This is an optimization exercise on Yosys and OpenROAD, whose aim is small area, a short achievable clock period and few clock cycles per item, not a production implementation. RTL that was checked went through simulation tests only; none was proved equivalent to the original. Power figures rest on the tool's default switching activity, not on a simulated workload.

==> trial 14: inputs <==
==> flow/design.v (excerpt) <==
module nearest_palette_color_unit #(
  parameter int unsigned PALETTE_SIZE = 22
) (
  input  logic        clk_i,
  input  logic        rst_ni,
  input  logic        cfg_we_i,
  input  logic [21:0] cfg_wdata_i,
  input  logic        pixel_valid_i,
  output logic        pixel_ready_o,
  input  logic [31:0] pixel_word_i,
  output logic        result_valid_o,
  input  logic        result_ready_i,
  output logic [4:0]  color_index_o,
  output logic        none_enabled_o
);
clock: 5.5 ns
lec_check: 0
abc_area: 1
cap_margin: 20
core_margin: 2
core_utilization: 40
setup_slack_margin: 2.6
slew_margin: 20
run.sh (not shown) runs the stock make flow with config.mk's settings and CLKGATE_MAP_FILE= SYNTH_SCRIPT=/design/flow/synth_recipe.tcl, a recipe that flattens the netlist after the stock synthesis.
==> trial 51 (differences from trial 14) <==
--- a/flow/design.v
+++ b/flow/design.v
@@ -198,40 +198,18 @@
   assign k18 = {en_q[18], 10'(mn_r_143) + 10'(mn_g_21) + 10'd301, 1'b1};
   logic [11:0] k19;
   assign k19 = {en_q[19], 10'(mn_r_144) + 10'(mn_g_238) + 10'(mn_b_144) + 10'd120, 1'b1};
   logic [11:0] k20;
   assign k20 = {en_q[20], 10'(mn_r_165) + 10'(mn_g_42) + 10'(mn_b_42) + 10'd259, 1'b0};
   logic [11:0] k21;
   assign k21 = {en_q[21], 10'(px_r) + 10'(px_g) + 10'd128, 1'b1};
-  logic [11:0] t1_1_key;
-  logic [0:0] t1_1_idx;
-  logic t1_1_ge01;
-  assign t1_1_ge01 = ge_key(k2, k3);
-  logic t1_1_w0;
-  assign t1_1_w0 = t1_1_ge01;
-  logic t1_1_w1;
-  assign t1_1_w1 = !t1_1_ge01;
-  assign t1_1_key = t1_1_w0 ? k2 : k3;
-  assign t1_1_idx = 1'(t1_1_w0 ? 1'd0 : 1'd1);
-  logic [11:0] t1_2_key;
-  logic [0:0] t1_2_idx;
-  logic t1_2_ge01;
-  assign t1_2_ge01 = ge_key(k4, k5);
-  logic t1_2_w0;
-  assign t1_2_w0 = t1_2_ge01;
-  logic t1_2_w1;
-  assign t1_2_w1 = !t1_2_ge01;
-  assign t1_2_key = t1_2_w0 ? k4 : k5;
-  assign t1_2_idx = 1'(t1_2_w0 ? 1'd0 : 1'd1);
   logic [11:0] r0_0_key;
   logic [11:0] r0_1_key;
   logic [11:0] r0_2_key;
-  logic [0:0] r0_2_idx;
   logic [11:0] r0_3_key;
-  logic [0:0] r0_3_idx;
   logic [11:0] r0_4_key;
   logic [11:0] r0_5_key;
   logic [11:0] r0_6_key;
   logic [11:0] r0_7_key;
   logic [11:0] r0_8_key;
   logic [11:0] r0_9_key;
   logic [11:0] r0_10_key;
@@ -240,38 +218,40 @@
   logic [11:0] r0_13_key;
   logic [11:0] r0_14_key;
   logic [11:0] r0_15_key;
   logic [11:0] r0_16_key;
   logic [11:0] r0_17_key;
   logic [11:0] r0_18_key;
   logic [11:0] r0_19_key;
+  logic [11:0] r0_20_key;
+  logic [11:0] r0_21_key;
   logic vs0_q;
   always_ff @(posedge clk_i) begin
     r0_0_key <= k0;
     r0_1_key <= k1;
-    r0_2_key <= t1_1_key;
-    r0_2_idx <= t1_1_idx;
-    r0_3_key <= t1_2_key;
-    r0_3_idx <= t1_2_idx;
-    r0_4_key <= k6;
-    r0_5_key <= k7;
-    r0_6_key <= k8;
-    r0_7_key <= k9;
-    r0_8_key <= k10;
-    r0_9_key <= k11;
-    r0_10_key <= k12;
-    r0_11_key <= k13;
-    r0_12_key <= k14;
-    r0_13_key <= k15;
-    r0_14_key <= k16;
-    r0_15_key <= k17;
-    r0_16_key <= k18;
-    r0_17_key <= k19;
-    r0_18_key <= k20;
-    r0_19_key <= k21;
+    r0_2_key <= k2;
+    r0_3_key <= k3;
+    r0_4_key <= k4;
+    r0_5_key <= k5;
+    r0_6_key <= k6;
+    r0_7_key <= k7;
+    r0_8_key <= k8;
+    r0_9_key <= k9;
+    r0_10_key <= k10;
+    r0_11_key <= k11;
+    r0_12_key <= k12;
+    r0_13_key <= k13;
+    r0_14_key <= k14;
+    r0_15_key <= k15;
+    r0_16_key <= k16;
+    r0_17_key <= k17;
+    r0_18_key <= k18;
+    r0_19_key <= k19;
+    r0_20_key <= k20;
+    r0_21_key <= k21;
   end
   always_ff @(posedge clk_i or negedge rst_ni) begin
     if (!rst_ni) vs0_q <= 1'b0;
     else vs0_q <= vin_q;
   end
   logic [11:0] t1_0_key;
   logic [0:0] t1_0_idx;
@@ -279,114 +259,134 @@
   assign t1_0_ge01 = ge_key(r0_0_key, r0_1_key);
   logic t1_0_w0;
   assign t1_0_w0 = t1_0_ge01;
   logic t1_0_w1;
   assign t1_0_w1 = !t1_0_ge01;
   assign t1_0_key = t1_0_w0 ? r0_0_key : r0_1_key;
   assign t1_0_idx = 1'(t1_0_w0 ? 1'd0 : 1'd1);
+  logic [11:0] t1_1_key;
+  logic [0:0] t1_1_idx;
+  logic t1_1_ge01;
+  assign t1_1_ge01 = ge_key(r0_2_key, r0_3_key);
+  logic t1_1_w0;
+  assign t1_1_w0 = t1_1_ge01;
+  logic t1_1_w1;
+  assign t1_1_w1 = !t1_1_ge01;
+  assign t1_1_key = t1_1_w0 ? r0_2_key : r0_3_key;
+  assign t1_1_idx = 1'(t1_1_w0 ? 1'd0 : 1'd1);
+  logic [11:0] t1_2_key;
+  logic [0:0] t1_2_idx;
+  logic t1_2_ge01;
+  assign t1_2_ge01 = ge_key(r0_4_key, r0_5_key);
+  logic t1_2_w0;
+  assign t1_2_w0 = t1_2_ge01;
+  logic t1_2_w1;
+  assign t1_2_w1 = !t1_2_ge01;
+  assign t1_2_key = t1_2_w0 ? r0_4_key : r0_5_key;
+  assign t1_2_idx = 1'(t1_2_w0 ? 1'd0 : 1'd1);
   logic [11:0] t1_3_key;
   logic [0:0] t1_3_idx;
   logic t1_3_ge01;
-  assign t1_3_ge01 = ge_key(r0_4_key, r0_5_key);
+  assign t1_3_ge01 = ge_key(r0_6_key, r0_7_key);
   logic t1_3_w0;
   assign t1_3_w0 = t1_3_ge01;
   logic t1_3_w1;
   assign t1_3_w1 = !t1_3_ge01;
-  assign t1_3_key = t1_3_w0 ? r0_4_key : r0_5_key;
+  assign t1_3_key = t1_3_w0 ? r0_6_key : r0_7_key;
   assign t1_3_idx = 1'(t1_3_w0 ? 1'd0 : 1'd1);
   logic [11:0] t1_4_key;
   logic [0:0] t1_4_idx;
   logic t1_4_ge01;
-  assign t1_4_ge01 = ge_key(r0_6_key, r0_7_key);
+  assign t1_4_ge01 = ge_key(r0_8_key, r0_9_key);
   logic t1_4_w0;
   assign t1_4_w0 = t1_4_ge01;
   logic t1_4_w1;
   assign t1_4_w1 = !t1_4_ge01;
-  assign t1_4_key = t1_4_w0 ? r0_6_key : r0_7_key;
+  assign t1_4_key = t1_4_w0 ? r0_8_key : r0_9_key;
   assign t1_4_idx = 1'(t1_4_w0 ? 1'd0 : 1'd1);
   logic [11:0] t1_5_key;
   logic [0:0] t1_5_idx;
   logic t1_5_ge01;
-  assign t1_5_ge01 = ge_key(r0_8_key, r0_9_key);
+  assign t1_5_ge01 = ge_key(r0_10_key, r0_11_key);
   logic t1_5_w0;
   assign t1_5_w0 = t1_5_ge01;
   logic t1_5_w1;
   assign t1_5_w1 = !t1_5_ge01;
-  assign t1_5_key = t1_5_w0 ? r0_8_key : r0_9_key;
+  assign t1_5_key = t1_5_w0 ? r0_10_key : r0_11_key;
   assign t1_5_idx = 1'(t1_5_w0 ? 1'd0 : 1'd1);
   logic [11:0] t1_6_key;
   logic [0:0] t1_6_idx;
   logic t1_6_ge01;
-  assign t1_6_ge01 = ge_key(r0_10_key, r0_11_key);
+  assign t1_6_ge01 = ge_key(r0_12_key, r0_13_key);
   logic t1_6_w0;
   assign t1_6_w0 = t1_6_ge01;
   logic t1_6_w1;
   assign t1_6_w1 = !t1_6_ge01;
-  assign t1_6_key = t1_6_w0 ? r0_10_key : r0_11_key;
+  assign t1_6_key = t1_6_w0 ? r0_12_key : r0_13_key;
   assign t1_6_idx = 1'(t1_6_w0 ? 1'd0 : 1'd1);
   logic [11:0] t1_7_key;
   logic [0:0] t1_7_idx;
   logic t1_7_ge01;
-  assign t1_7_ge01 = ge_key(r0_12_key, r0_13_key);
+  assign t1_7_ge01 = ge_key(r0_14_key, r0_15_key);
   logic t1_7_w0;
   assign t1_7_w0 = t1_7_ge01;
   logic t1_7_w1;
   assign t1_7_w1 = !t1_7_ge01;
-  assign t1_7_key = t1_7_w0 ? r0_12_key : r0_13_key;
+  assign t1_7_key = t1_7_w0 ? r0_14_key : r0_15_key;
   assign t1_7_idx = 1'(t1_7_w0 ? 1'd0 : 1'd1);
   logic [11:0] t1_8_key;
   logic [0:0] t1_8_idx;
   logic t1_8_ge01;
-  assign t1_8_ge01 = ge_key(r0_14_key, r0_15_key);
+  assign t1_8_ge01 = ge_key(r0_16_key, r0_17_key);
   logic t1_8_w0;
   assign t1_8_w0 = t1_8_ge01;
   logic t1_8_w1;
   assign t1_8_w1 = !t1_8_ge01;
-  assign t1_8_key = t1_8_w0 ? r0_14_key : r0_15_key;
+  assign t1_8_key = t1_8_w0 ? r0_16_key : r0_17_key;
   assign t1_8_idx = 1'(t1_8_w0 ? 1'd0 : 1'd1);
   logic [11:0] t1_9_key;
   logic [0:0] t1_9_idx;
   logic t1_9_ge01;
-  assign t1_9_ge01 = ge_key(r0_16_key, r0_17_key);
+  assign t1_9_ge01 = ge_key(r0_18_key, r0_19_key);
   logic t1_9_w0;
   assign t1_9_w0 = t1_9_ge01;
   logic t1_9_w1;
   assign t1_9_w1 = !t1_9_ge01;
-  assign t1_9_key = t1_9_w0 ? r0_16_key : r0_17_key;
+  assign t1_9_key = t1_9_w0 ? r0_18_key : r0_19_key;
   assign t1_9_idx = 1'(t1_9_w0 ? 1'd0 : 1'd1);
   logic [11:0] t1_10_key;
   logic [0:0] t1_10_idx;
   logic t1_10_ge01;
-  assign t1_10_ge01 = ge_key(r0_18_key, r0_19_key);
+  assign t1_10_ge01 = ge_key(r0_20_key, r0_21_key);
   logic t1_10_w0;
   assign t1_10_w0 = t1_10_ge01;
   logic t1_10_w1;
   assign t1_10_w1 = !t1_10_ge01;
-  assign t1_10_key = t1_10_w0 ? r0_18_key : r0_19_key;
+  assign t1_10_key = t1_10_w0 ? r0_20_key : r0_21_key;
   assign t1_10_idx = 1'(t1_10_w0 ? 1'd0 : 1'd1);
   logic [11:0] t2_0_key;
   logic [1:0] t2_0_idx;
   logic t2_0_ge01;
-  assign t2_0_ge01 = ge_key(t1_0_key, r0_2_key);
+  assign t2_0_ge01 = ge_key(t1_0_key, t1_1_key);
   logic t2_0_w0;
   assign t2_0_w0 = t2_0_ge01;
   logic t2_0_w1;
   assign t2_0_w1 = !t2_0_ge01;
-  assign t2_0_key = t2_0_w0 ? t1_0_key : r0_2_key;
-  assign t2_0_idx = 2'(t2_0_w0 ? {1'd0, t1_0_idx} : {1'd1, r0_2_idx});
+  assign t2_0_key = t2_0_w0 ? t1_0_key : t1_1_key;
+  assign t2_0_idx = 2'(t2_0_w0 ? {1'd0, t1_0_idx} : {1'd1, t1_1_idx});
   logic [11:0] t2_1_key;
   logic [1:0] t2_1_idx;
   logic t2_1_ge01;
-  assign t2_1_ge01 = ge_key(r0_3_key, t1_3_key);
+  assign t2_1_ge01 = ge_key(t1_2_key, t1_3_key);
   logic t2_1_w0;
   assign t2_1_w0 = t2_1_ge01;
   logic t2_1_w1;
   assign t2_1_w1 = !t2_1_ge01;
-  assign t2_1_key = t2_1_w0 ? r0_3_key : t1_3_key;
-  assign t2_1_idx = 2'(t2_1_w0 ? {1'd0, r0_3_idx} : {1'd1, t1_3_idx});
+  assign t2_1_key = t2_1_w0 ? t1_2_key : t1_3_key;
+  assign t2_1_idx = 2'(t2_1_w0 ? {1'd0, t1_2_idx} : {1'd1, t1_3_idx});
   logic [11:0] t2_2_key;
   logic [1:0] t2_2_idx;
   logic t2_2_ge01;
   assign t2_2_ge01 = ge_key(t1_4_key, t1_5_key);
   logic t2_2_w0;
   assign t2_2_w0 = t2_2_ge01;
   logic t2_2_w1;
@@ -519,35 +519,39 @@
   assign t5_0_idx = 5'(t5_0_w0 ? {1'd0, r4_0_idx} : {1'd1, r4_1_idx});
   logic [5:0] res;
   logic      res_v;
   assign res = {!t5_0_key[11], t5_0_key[11] ? 5'(t5_0_idx) : 5'd0};
   assign res_v = vs4_q;
   logic [5:0] q_v;
   logic [5:0] q0_q;
-  logic [5:0] q1_q;
-  logic [5:0] q2_q;
-  logic [5:0] q3_q;
-  logic [5:0] q4_q;
-  logic [5:0] q5_q;
+  logic [4:0] q1_q;
+  logic [4:0] q2_q;
+  logic [4:0] q3_q;
+  logic [4:0] q4_q;
+  logic [4:0] q5_q;
+  logic [4:0] res_code;
+  logic [5:0] q1_full;
+  assign res_code = res[4:0] | {5{res[5]}};
+  assign q1_full = {&q1_q, q1_q & {5{~&q1_q}}};
   logic take_res;
   assign take_res = q_v[0] & result_ready_i;
   assign result_valid_o = q_v[0];
   assign color_index_o = q0_q[4:0];
   assign none_enabled_o = q0_q[5];
   logic [5:0] sh_v;
   logic [5:0] nx_v;
   assign sh_v = take_res ? (q_v >> 1) : q_v;
   assign nx_v = sh_v | (res_v ? ((sh_v + 1'b1) & ~sh_v) : '0);
   always_ff @(posedge clk_i) begin
-    q0_q <= sh_v[0] ? (take_res ? q1_q : q0_q) : res;
-    q1_q <= sh_v[1] ? (take_res ? q2_q : q1_q) : res;
-    q2_q <= sh_v[2] ? (take_res ? q3_q : q2_q) : res;
-    q3_q <= sh_v[3] ? (take_res ? q4_q : q3_q) : res;
-    q4_q <= sh_v[4] ? (take_res ? q5_q : q4_q) : res;
-    q5_q <= sh_v[5] ? q5_q : res;
+    q0_q <= sh_v[0] ? (take_res ? q1_full : q0_q) : res;
+    q1_q <= sh_v[1] ? (take_res ? q2_q : q1_q) : res_code;
+    q2_q <= sh_v[2] ? (take_res ? q3_q : q2_q) : res_code;
+    q3_q <= sh_v[3] ? (take_res ? q4_q : q3_q) : res_code;
+    q4_q <= sh_v[4] ? (take_res ? q5_q : q4_q) : res_code;
+    q5_q <= sh_v[5] ? q5_q : res_code;
   end
   always_ff @(posedge clk_i or negedge rst_ni) begin
     if (!rst_ni) q_v <= '0;
     else q_v <= nx_v;
   end
   logic [2:0] occ_q;
   logic [2:0] occ_nx;
==> flow/config.mk (replaced) <==
export PLATFORM = sky130hd
export DESIGN_NAME = nearest_palette_color_unit
export DESIGN_NICKNAME = nearest_palette_color_unit
export VERILOG_FILES = /design/flow/design.v
export SDC_FILE = /design/flow/constraint.sdc
export NUM_CORES = 4
export LEC_CHECK = 0
export ABC_AREA = 1
export CAP_MARGIN = 10
export CORE_MARGIN = 2
export CORE_UTILIZATION = 40
export CTS_BUF_LIST = sky130_fd_sc_hd__clkbuf_16
export CTS_CLUSTER_DIAMETER = 80
export CTS_CLUSTER_SIZE = 30
export SETUP_SLACK_MARGIN = 2.6
export SLEW_MARGIN = 10
==> comparison table <==
item	trial 51	trial 14
Status	timing/DRC/antenna clean	timing/DRC/antenna clean
Detailed route wirelength on metal2	30.7 mm	33.5 mm
Clock buffer count	28	69
Grt met2 use	0.310	0.341
Number of nets produced by synthesis	4015	3995
Reg-to-reg endpoint	r0_13_key[10]	r0_1_key[9]
Transition time of the tightest slew-check pin	0.716 ns	0.953 ns
Clock edge transition at the registers on the reported setup and hold paths	0.11 ns	0.06 ns
Synthesized-area fraction occupied by xor and xnor cells	0.0314	0.0303
Reg2reg path depth	14	16
Initial cell density of the core	0.405	0.404
Non-clk bufs	127	155
WL met1	33.1 mm	32.2 mm
Overall Global Routing Usage	0.195	0.205
Final weighted congestion in routability-driven placement	0.888	0.924
Buffering overhead	0.0391	0.0471
Wire length per cell after detailed routing	14.9 um	15.5 um
Switching power of the nets	8.39 mW	8.82 mW
Static leakage	16.4 nW	16.8 nW
Global routing usage on met1	0.276	0.266
P_int	9.04 mW	10.3 mW
Net count, final	4109	4138
Adder-cell share of the synthesized area	0.148	0.155
Total sequential power	5.45 mW	5.36 mW
Testbench counts of trial 51, summed over its fixed seeds: cycles 16,040, items 16,000.
No functional check of the RTL was part of trial 14.

re-timing with driven ports:
The flow's constraints put no driver on any port. The routed layouts listed below were extracted and timed again, unchanged, in two steps. Step 1: set_driving_cell puts a clkbuf_16 on clk_i and a buf_2 on each other input, an assumption about the parent block. Step 2 times the ports against the registers' clock, not the clock port: input delays grow and output delays shrink by t, the midpoint of the rising clock arrivals with the driver on. a / b / c = no drivers / after step 1 / after step 2; a / b = the first two.
| run | t, ns | slack for setup (ns) | clock arrival spread, ns | slew at the worst register clock pin (ns) |
|---|---|---|---|---|
| trial 14 | 0.661 | 2.529 / 2.529 / 2.296 | 0.031 / 0.031 | 0.06 / 0.06 |
| trial 51 | 0.666 | 2.660 / 2.660 / 2.201 | 0.055 / 0.055 | 0.11 / 0.11 |
After both steps setup and hold are still met in every run listed. For trial 51, which loses most, drivers alone change the setup slack by 0.000 ns; drivers and shift together by -0.459 ns.
